This is an optimization exercise on Yosys and OpenROAD, whose aim is small area, a short achievable clock period and few clock cycles per item, not a production implementation. At most, simulation tests tie the RTL to the original design; equivalence was not proved. Power is estimated from default activity; no workload was simulated.

## filter_compactor
module filter_compactor #(
    parameter  int unsigned NUM_ENTRY = preprocess_pkg::NUM_ENTRY_DEFAULT,
    parameter  int unsigned WW        = preprocess_pkg::WW_DEFAULT,
    parameter  int unsigned OW        = preprocess_pkg::OW_DEFAULT,
    localparam int unsigned IW        = $clog2(NUM_ENTRY),
    localparam int unsigned CW        = $clog2(NUM_ENTRY + 1)
) (
    input  logic                    clk,
    input  logic                    reset,
    input  logic                    in_valid,
    output logic                    in_ready,
    input  logic [NUM_ENTRY-1:0]    in_bit,
    input  logic [NUM_ENTRY*WW-1:0] in_weight,
    input  logic [NUM_ENTRY*OW-1:0] in_out,
    input  logic [NUM_ENTRY-1:0]    in_drop,
    output logic                    out_valid,
    input  logic                    out_ready,
    output logic                    out_bit,
    output logic [WW-1:0]           out_weight,
    output logic [OW-1:0]           out_out,
    output logic [IW-1:0]           out_index,
    output logic                    out_last,
    output logic [CW-1:0]           kept_count,
    output logic                    frame_empty
);
==> flow/config.mk <==
export PLATFORM = sky130hd
export DESIGN_NAME = filter_compactor
export DESIGN_NICKNAME = filter_compactor
export VERILOG_FILES = /design/flow/design.v
export SDC_FILE = /design/flow/constraint.sdc
export NUM_CORES = 4
export LEC_CHECK = 0
export CAP_MARGIN = 5
export CORE_MARGIN = 2
export CORE_UTILIZATION = 65
export CTS_CLUSTER_DIAMETER = 100
export CTS_CLUSTER_SIZE = 30
export SETUP_SLACK_MARGIN = 3.7
export SLEW_MARGIN = 5
==> flow/constraint.sdc <==
create_clock -name core_clock -period 6.0 [get_ports {clk}]
set_input_delay 1.2000 -clock core_clock [delete_from_list [all_inputs] [get_ports {clk}]]
set_output_delay 1.2000 -clock core_clock [all_outputs]
set_load 0.01 [all_outputs]
standard.sh (not shown) runs the stock make flow with config.mk's settings and CLKGATE_MAP_FILE= SYNTH_SCRIPT=/design/flow/synth_recipe.tcl, a recipe that flattens the netlist after the stock synthesis.
==> flow/flow/run.sh <==
#!/bin/bash
# Layout flow: the standard ORFS flow (standard.sh) unchanged, except that
# the port buffers are the smallest buffer cell (buf_1) instead of the cell
# buffer_ports picks by default. Every input and output still gets a buffer.
# The full output of the flow goes to standard.log in the work folder; ORFS
# keeps each step's own log under orfs/logs/.
set -euo pipefail
bash standard.sh finish "BUFFER_PORTS_ARGS=-buffer_cell sky130_fd_sc_hd__buf_1" > standard.log 2>&1
Testbench counts at the start, summed over its fixed seeds: cycles 29,335, items 29,100.
Edit:
--- a/flow/config.mk
+++ b/flow/config.mk
@@ -8 +8 @@
-export CAP_MARGIN = 5
+export CAP_MARGIN = 20
@@ -12,0 +13 @@
+export PLACE_DENSITY = 0.75
@@ -14 +15 @@
-export SLEW_MARGIN = 5
+export SLEW_MARGIN = 20
Outcome: The changed run ran to the end with no violations; setup slack barely changes; clock-buffer cell count stays the same; register-to-register slack is about the same.
Edit:
--- a/flow/config.mk
+++ b/flow/config.mk
@@ -10 +10 @@
-export CORE_UTILIZATION = 65
+export CORE_UTILIZATION = 55
@@ -13,2 +13 @@
-export PLACE_DENSITY = 0.75
-export SETUP_SLACK_MARGIN = 3.7
+export SETUP_SLACK_MARGIN = 3.6
Result: Worst setup slack is worse by 0.018 ns. Via count falls by about 3.4%. Cell area falls by about 0.6%. Count of clock-buffer cells in the layout falls by 1. Non-clock buffer count falls by 7. Total power falls by about 1%. Die area rises by about 18%. Wire length rises by 1.9%. Clock power rises by about 2%. Critical path depth rises by 4. Utilization falls by 12 points.
Edit:
--- a/flow/config.mk
+++ b/flow/config.mk
@@ -10 +10 @@
-export CORE_UTILIZATION = 55
+export CORE_UTILIZATION = 72
@@ -13 +13,2 @@
-export SETUP_SLACK_MARGIN = 3.6
+export PLACE_DENSITY = 0.8
+export SETUP_SLACK_MARGIN = 3.7
The changed run finished clean. Sequential power came out higher slightly. First-iteration DRC count came out higher by well over a third. Setup slack is worse by 0.047 ns. Hold slack hardly moves. Utilization came out higher by 21 points. Count of clock-buffer cells in the layout came out higher by 1.
Edit:
--- a/flow/config.mk
+++ b/flow/config.mk
@@ -7,0 +8 @@
+export ABC_AREA = 1
@@ -10 +11 @@
-export CORE_UTILIZATION = 72
+export CORE_UTILIZATION = 65
@@ -13 +13,0 @@
-export PLACE_DENSITY = 0.8
After rerunning: Non-clock buffer count goes down by 33. Total power came out higher by a little under a tenth. Worst setup slack improved by 0.054 ns. Clock-buffer cell count does not change.

== wip/tundra ==
filter_compactor again, from the RTL that the note above started with.
## filter_compactor
module filter_compactor #(
    parameter  int unsigned NUM_ENTRY = preprocess_pkg::NUM_ENTRY_DEFAULT,
    parameter  int unsigned WW        = preprocess_pkg::WW_DEFAULT,
    parameter  int unsigned OW        = preprocess_pkg::OW_DEFAULT,
    localparam int unsigned IW        = $clog2(NUM_ENTRY),
    localparam int unsigned CW        = $clog2(NUM_ENTRY + 1)
) (
    input  logic                    clk,
    input  logic                    reset,
    input  logic                    in_valid,
    output logic                    in_ready,
    input  logic [NUM_ENTRY-1:0]    in_bit,
    input  logic [NUM_ENTRY*WW-1:0] in_weight,
    input  logic [NUM_ENTRY*OW-1:0] in_out,
    input  logic [NUM_ENTRY-1:0]    in_drop,
    output logic                    out_valid,
    input  logic                    out_ready,
    output logic                    out_bit,
    output logic [WW-1:0]           out_weight,
    output logic [OW-1:0]           out_out,
    output logic [IW-1:0]           out_index,
    output logic                    out_last,
    output logic [CW-1:0]           kept_count,
    output logic                    frame_empty
);
    localparam int unsigned DW = 1 + WW + OW;               
    localparam int unsigned EW = DW + IW + 1;               
    localparam int unsigned GA  = 4;
    localparam int unsigned NA  = (NUM_ENTRY + GA - 1) / GA;   
    localparam int unsigned AW  = $clog2(GA + 1);
    localparam int unsigned GB  = 3;
    localparam int unsigned NB  = (NA + GB - 1) / GB;          
    localparam int unsigned BW  = $clog2(GA * GB + 1);
    logic [NUM_ENTRY-1:0]  keep;
  ...
export LEC_CHECK = 0
export CAP_MARGIN = 20
export CORE_MARGIN = 2
export CORE_UTILIZATION = 65
export CTS_CLUSTER_DIAMETER = 100
export CTS_CLUSTER_SIZE = 30
export SETUP_SLACK_MARGIN = 3.9
export SLEW_MARGIN = 20
create_clock -name core_clock -period 6.0 [get_ports {clk}]
Scripts as last shown in full above: flow/flow/run.sh
Testbench counts of wip/tundra, summed over its fixed seeds: cycles 29,335, items 29,100.
Modified inputs, wip/sierra compared to wip/tundra
Settings: SETUP_SLACK_MARGIN changed from 3.9 to 3.7; CORE_UTILIZATION changed from 65 to 72.
--- outcome ---
Looking at final total power, wip/sierra sits below wip/tundra.
The reg-to-reg setup timing slack in wip/sierra was lower than what wip/tundra gave.
[wip/sierra] total wire length rose about 2.5% relative to wip/tundra
Cmp wip/sierra and wip/tundra / aggregate global-route resource usage / higher: wip/sierra
Looking at maximum resistive drop on vdd, wip/sierra sits 0.0068 mV lower than wip/tundra does.
For wip/raven, these inputs were changed with respect to wip/sierra:
Settings: CORE_UTILIZATION changed from 72 to 65.
## What came out
Proportion of cell area occupied by multi-input gates: wip/sierra vs wip/raven — no meaningful difference. Routed wire length improves in wip/raven relative to wip/sierra. wip/sierra and wip/raven ended up with roughly the same area of the multi-input gates. From wip/sierra to wip/raven the numbers moved as follows: starting density of the core dropped 7.5 points, global-route wire length before repair now sits lower, worst setup slack went down by 6.3 ps, row count grew by 4. Diff wip/sierra -> wip/raven | total non-filler cell area in the finished layout | up slightly. Maximum frequency: wip/raven vs wip/sierra — no meaningful difference. [compare] base=wip/sierra new=wip/raven: post-route total power now sits lower; per-cell routed wire length now sits lower.

filter_compactor, a different RTL version from the one above (not shown whole).
Size in the first run: roughly 1600 cells after synthesis, roughly 640 flip-flops, roughly 500 I/O pins, about 25000 sq um of cells after synthesis.
export LEC_CHECK = 0
export CAP_MARGIN = 20
export CORE_MARGIN = 2
export CORE_UTILIZATION = 65
export CTS_CLUSTER_SIZE = 30
export SETUP_SLACK_MARGIN = 3.6
export SLEW_MARGIN = 20
create_clock -name core_clock -period 6.0 [get_ports {clk}]
Scripts as last shown in full above: flow/flow/run.sh
The first run went through all stages and came out clean.
Testbench counts at the start, summed over its fixed seeds: cycles 29,489, items 29,100.
Next try:
--- a/flow/config.mk
+++ b/flow/config.mk
@@ -10 +10,2 @@
-export CORE_UTILIZATION = 65
+export CORE_UTILIZATION = 55
+export CTS_CLUSTER_DIAMETER = 100
After rerunning: The new run passed the timing, DRC and antenna checks. Setup slack stays flat. Hold slack loses 0.014 ns. Non-clock buffer count grows by 8. First-iteration DRC count grows by 14%. Wire length rises by about 1%. Count of clock-buffer cells in the layout falls by 53. Die area rises by about 18%. Total power falls by 10%. Via count shrinks by 3.4%. Global-route usage came out lower by 5.9 points.
Next try:
--- a/flow/config.mk
+++ b/flow/config.mk
@@ -11,2 +11 @@
-export CTS_CLUSTER_DIAMETER = 100
-export CTS_CLUSTER_SIZE = 30
+export CTS_BUF_LIST = sky130_fd_sc_hd__clkbuf_8 sky130_fd_sc_hd__clkbuf_16
The new run finished clean.
Core utilization rises by 3.4 points.
Routed wire length rises by 1.5%.
Power came out higher by 17%.
Setup slack got worse by 0.031 ns.
Design area is higher by 5.4%.
Maximum frequency shrinks by 1.3%.
Clock-buffer cell count grows by 45.
Global-route usage came out higher by 0.89 points.
Clock power went up by 98%.
Worst hold slack gets worse by 0.0093 ns.

The RTL this note starts from:
==> flow/design.v <==
package preprocess_pkg;
    localparam int unsigned NUM_ENTRY_DEFAULT = 36;
    localparam int unsigned WW_DEFAULT        = 5;
    localparam int unsigned OW_DEFAULT        = 6;
    typedef enum logic {
        IDLE = 1'b0,
        SCAN = 1'b1
    } state_t;
endpackage
module first_one_finder #(
    parameter int unsigned N = 36
) (
    input  logic [N-1:0] vec,
    output logic [N-1:0] first,
    output logic [N-1:0] rest,
    output logic         le1
);
    localparam int unsigned LG = (N > 1) ? $clog2(N) : 1;
    logic [LG:0][N-1:0] pre;
    logic [N-1:0]       below;   
    always_comb begin
        pre[0] = vec;
        for (int k = 0; k < LG; k++) begin
            for (int i = 0; i < N; i++) begin
                if (i >= (1 << k)) pre[k+1][i] = pre[k][i] | pre[k][i-(1<<k)];
                else               pre[k+1][i] = pre[k][i];
            end
        end
        below = {pre[LG][N-2:0], 1'b0};
        first = vec & ~below;
        rest  = vec & below;
        le1   = ~|rest;
    end
endmodule
module filter_compactor #(
    parameter  int unsigned NUM_ENTRY = preprocess_pkg::NUM_ENTRY_DEFAULT,
    parameter  int unsigned WW        = preprocess_pkg::WW_DEFAULT,
    parameter  int unsigned OW        = preprocess_pkg::OW_DEFAULT,
    localparam int unsigned IW        = $clog2(NUM_ENTRY),
    localparam int unsigned CW        = $clog2(NUM_ENTRY + 1)
) (
    input  logic                    clk,
    input  logic                    reset,
    input  logic                    in_valid,
    output logic                    in_ready,
    input  logic [NUM_ENTRY-1:0]    in_bit,
    input  logic [NUM_ENTRY*WW-1:0] in_weight,
    input  logic [NUM_ENTRY*OW-1:0] in_out,
    input  logic [NUM_ENTRY-1:0]    in_drop,
    output logic                    out_valid,
    input  logic                    out_ready,
    output logic                    out_bit,
    output logic [WW-1:0]           out_weight,
    output logic [OW-1:0]           out_out,
    output logic [IW-1:0]           out_index,
    output logic                    out_last,
    output logic [CW-1:0]           kept_count,
    output logic                    frame_empty
);
    localparam int unsigned DW = 1 + WW + OW;               
    localparam int unsigned EW = DW + IW + 1;               
    localparam int unsigned GA  = 4;
    localparam int unsigned NA  = (NUM_ENTRY + GA - 1) / GA;   
    localparam int unsigned AW  = $clog2(GA + 1);
    localparam int unsigned GB  = 3;
    localparam int unsigned NB  = (NA + GB - 1) / GB;          
    localparam int unsigned BW  = $clog2(GA * GB + 1);
    logic [NUM_ENTRY-1:0]  keep;
    logic                  all_drop;
    logic [NA-1:0][AW-1:0] cnt_a_d, cnt_a;
    logic [NB-1:0][BW-1:0] cnt_b_d, cnt_b;
    logic [CW-1:0]         cnt_c_d, cnt_c;
    logic                  cnt_le1;        
    logic [1:0]            held;           
    always_comb begin
        keep     = ~in_drop;
        all_drop = &in_drop;
        for (int g = 0; g < NA; g++) begin
            cnt_a_d[g] = '0;
            for (int j = 0; j < GA; j++) begin
                if (g * GA + j < NUM_ENTRY) cnt_a_d[g] = cnt_a_d[g] + AW'(keep[g*GA+j]);
            end
        end
        for (int g = 0; g < NB; g++) begin
            cnt_b_d[g] = '0;
            for (int j = 0; j < GB; j++) begin
                if (g * GB + j < NA) cnt_b_d[g] = cnt_b_d[g] + BW'(cnt_a[g*GB+j]);
            end
        end
        cnt_c_d = '0;
        for (int g = 0; g < NB; g++) begin
            cnt_c_d = cnt_c_d + CW'(cnt_b[g]);
        end
        cnt_le1 = ~|cnt_c[CW-1:1];
    end
    always_ff @(posedge clk) begin
        cnt_a <= cnt_a_d;
        cnt_b <= cnt_b_d;
        cnt_c <= cnt_c_d;
    end
    logic [NUM_ENTRY-1:0]    bit_q;
    logic [NUM_ENTRY*WW-1:0] weight_q;
    logic [NUM_ENTRY*OW-1:0] out_q;
    logic [NUM_ENTRY-1:0]    sel_q;        
    logic [NUM_ENTRY-1:0]    mask;         
    logic                    pend;         
    logic                    mask_zero;    
    logic                    ld;           
    logic [NUM_ENTRY-1:0] in_first, in_rest;
    logic [NUM_ENTRY-1:0] m_first, m_rest;
    logic                 m_le1;
    first_one_finder #(.N(NUM_ENTRY)) u_in_finder (
        .vec(keep), .first(in_first), .rest(in_rest), .le1()
    );
    first_one_finder #(.N(NUM_ENTRY)) u_mask_finder (
        .vec(mask), .first(m_first), .rest(m_rest), .le1(m_le1)
    );
    always_ff @(posedge clk) begin
        if (ld) begin
            bit_q    <= in_bit;
            weight_q <= in_weight;
            out_q    <= in_out;
        end
    end
    logic          sv;                     
    logic [EW-1:0] skid;
    logic          push;                   
    logic [EW-1:0] pushed;
    logic [DW-1:0] p_data;
    logic [IW-1:0] p_idx;
    logic          out_free;               
    always_comb begin
        push     = pend & ~sv;
        out_free = ~out_valid | out_ready;
        p_data   = '0;
        p_idx    = '0;
        for (int i = 0; i < NUM_ENTRY; i++) begin
            p_data = p_data | ({DW{sel_q[i]}} &
                     {bit_q[i], weight_q[i*WW +: WW], out_q[i*OW +: OW]});
            p_idx  = p_idx | (sel_q[i] ? IW'(i) : IW'(0));
        end
        pushed = {p_data, p_idx, mask_zero};
    end
    always_ff @(posedge clk) begin
        if (out_free) begin
            {out_bit, out_weight, out_out, out_index, out_last} <= sv ? skid : pushed;
        end
        if (push & ~out_free) begin
            skid <= pushed;
        end
    end
    logic acc, acc_full;
    logic pend_d, mask_zero_d, sv_d, ld_d;
    always_comb begin
        acc      = in_valid & in_ready;
        acc_full = acc & ld;
        sv_d = sv ? ~out_free : (push & ~out_free);
        if (acc_full) begin
            pend_d      = ~all_drop;
            mask_zero_d = cnt_le1;
        end else if (push) begin
            pend_d      = ~mask_zero;
            mask_zero_d = m_le1;
        end else begin
            pend_d      = pend;
            mask_zero_d = mask_zero;
        end
        ld_d = ~pend_d | (~sv_d & mask_zero_d);
    end
    always_ff @(posedge clk) begin
        if (acc_full) begin
            sel_q <= in_first;
            mask  <= in_rest;
        end else if (push) begin
            sel_q <= m_first;
            mask  <= m_rest;
        end
        mask_zero <= mask_zero_d;
    end
    always_ff @(posedge clk or posedge reset) begin
        if (reset) begin
            pend        <= 1'b0;
            sv          <= 1'b0;
            ld          <= 1'b1;
            in_ready    <= 1'b0;
            held        <= '0;
            out_valid   <= 1'b0;
            kept_count  <= '0;
            frame_empty <= 1'b0;
        end else begin
            pend        <= pend_d;
            sv          <= sv_d;
            ld          <= ld_d;
            held        <= (in_valid & ~acc) ? ((held == 2'd3) ? 2'd3 : held + 2'd1) : 2'd0;
            in_ready    <= in_valid & ~acc & ((held >= 2'd2 & ld_d) | all_drop);
            if (out_free) out_valid <= sv | push;
            if (acc) kept_count <= all_drop ? '0 : cnt_c;
            frame_empty <= acc & all_drop;
        end
    end
endmodule
Settings: LEC_CHECK=0, CAP_MARGIN=20, CORE_MARGIN=2, CORE_UTILIZATION=55, SETUP_SLACK_MARGIN=3.6, SLEW_MARGIN=20; clock period 6.0 ns.
Scripts as last shown in full above: flow/flow/run.sh
==> next run, changes <==
Settings changed: CTS_BUF_LIST set to sky130_fd_sc_hd__clkbuf_4.
Outcome: The new run passed the timing, DRC and antenna checks; worst hold slack gets worse by 0.23 ns; total power falls by 0.59%; clock power falls by about 4%; routed wire length rises by 0.97%; die area stays the same; sequential share of layout area rises by 0.50 points; clock-buffer cell count rises by 140; utilization falls by 0.61 points; via count rises by 4.2%.
No functional check of the RTL was part of any run of this note.

re-timing with driven ports:
The results above use ideal ports. As a check the final layouts listed here were re-extracted and re-timed, cells and wires unchanged.
Step 1, drivers: a clkbuf_16 drives clk and a buf_2 each remaining input, both assumed.
Step 2, shift: input delay + t, output delay - t, t = (earliest + latest rising clock arrival at the registers) / 2. This alone moves slack from input paths to output paths.
Three values: ideal ports, drivers, drivers and shift; two values: the first two.
run | t (ns) | slack for setup (ns) | pins driven straight from the clock port
the first run of note 1 | 0.649 | 3.647 / 3.590 / 3.140 | 1
the second run of note 1 | 0.641 | 3.647 / 3.589 / 3.215 | 1
the third run of note 1 | 0.665 | 3.629 / 3.580 / 3.141 | 1
the fourth run of note 1 | 0.637 | 3.582 / 3.582 / 3.175 | 1
the fifth run of note 1 | 0.643 | 3.637 / 3.583 / 3.308 | 1
wip/tundra | 0.645 | 3.670 / 3.615 / 3.284 | 1
wip/sierra | 0.643 | 3.663 / 3.607 / 3.106 | 1
wip/raven | 0.645 | 3.656 / 3.602 / 3.141 | 1
the first run of note 3 | 0.676 | 3.595 / 3.551 / 3.011 | 1
the second run of note 3 | 0.663 | 3.595 / 3.532 / 2.986 | 1
the third run of note 3 | 0.649 | 3.564 / 3.564 / 2.953 | 1
the first run of note 4 | 0.680 | 3.074 / 3.074 / 2.485 | 1
the second run of note 4 | 1.071 | 3.065 / 3.065 / 2.446 | 1
After both steps setup and hold are still met in every run listed. The setup slack of the second run of note 4, which loses most, moves by 0.000 ns with the drivers and by -0.619 ns with both steps.
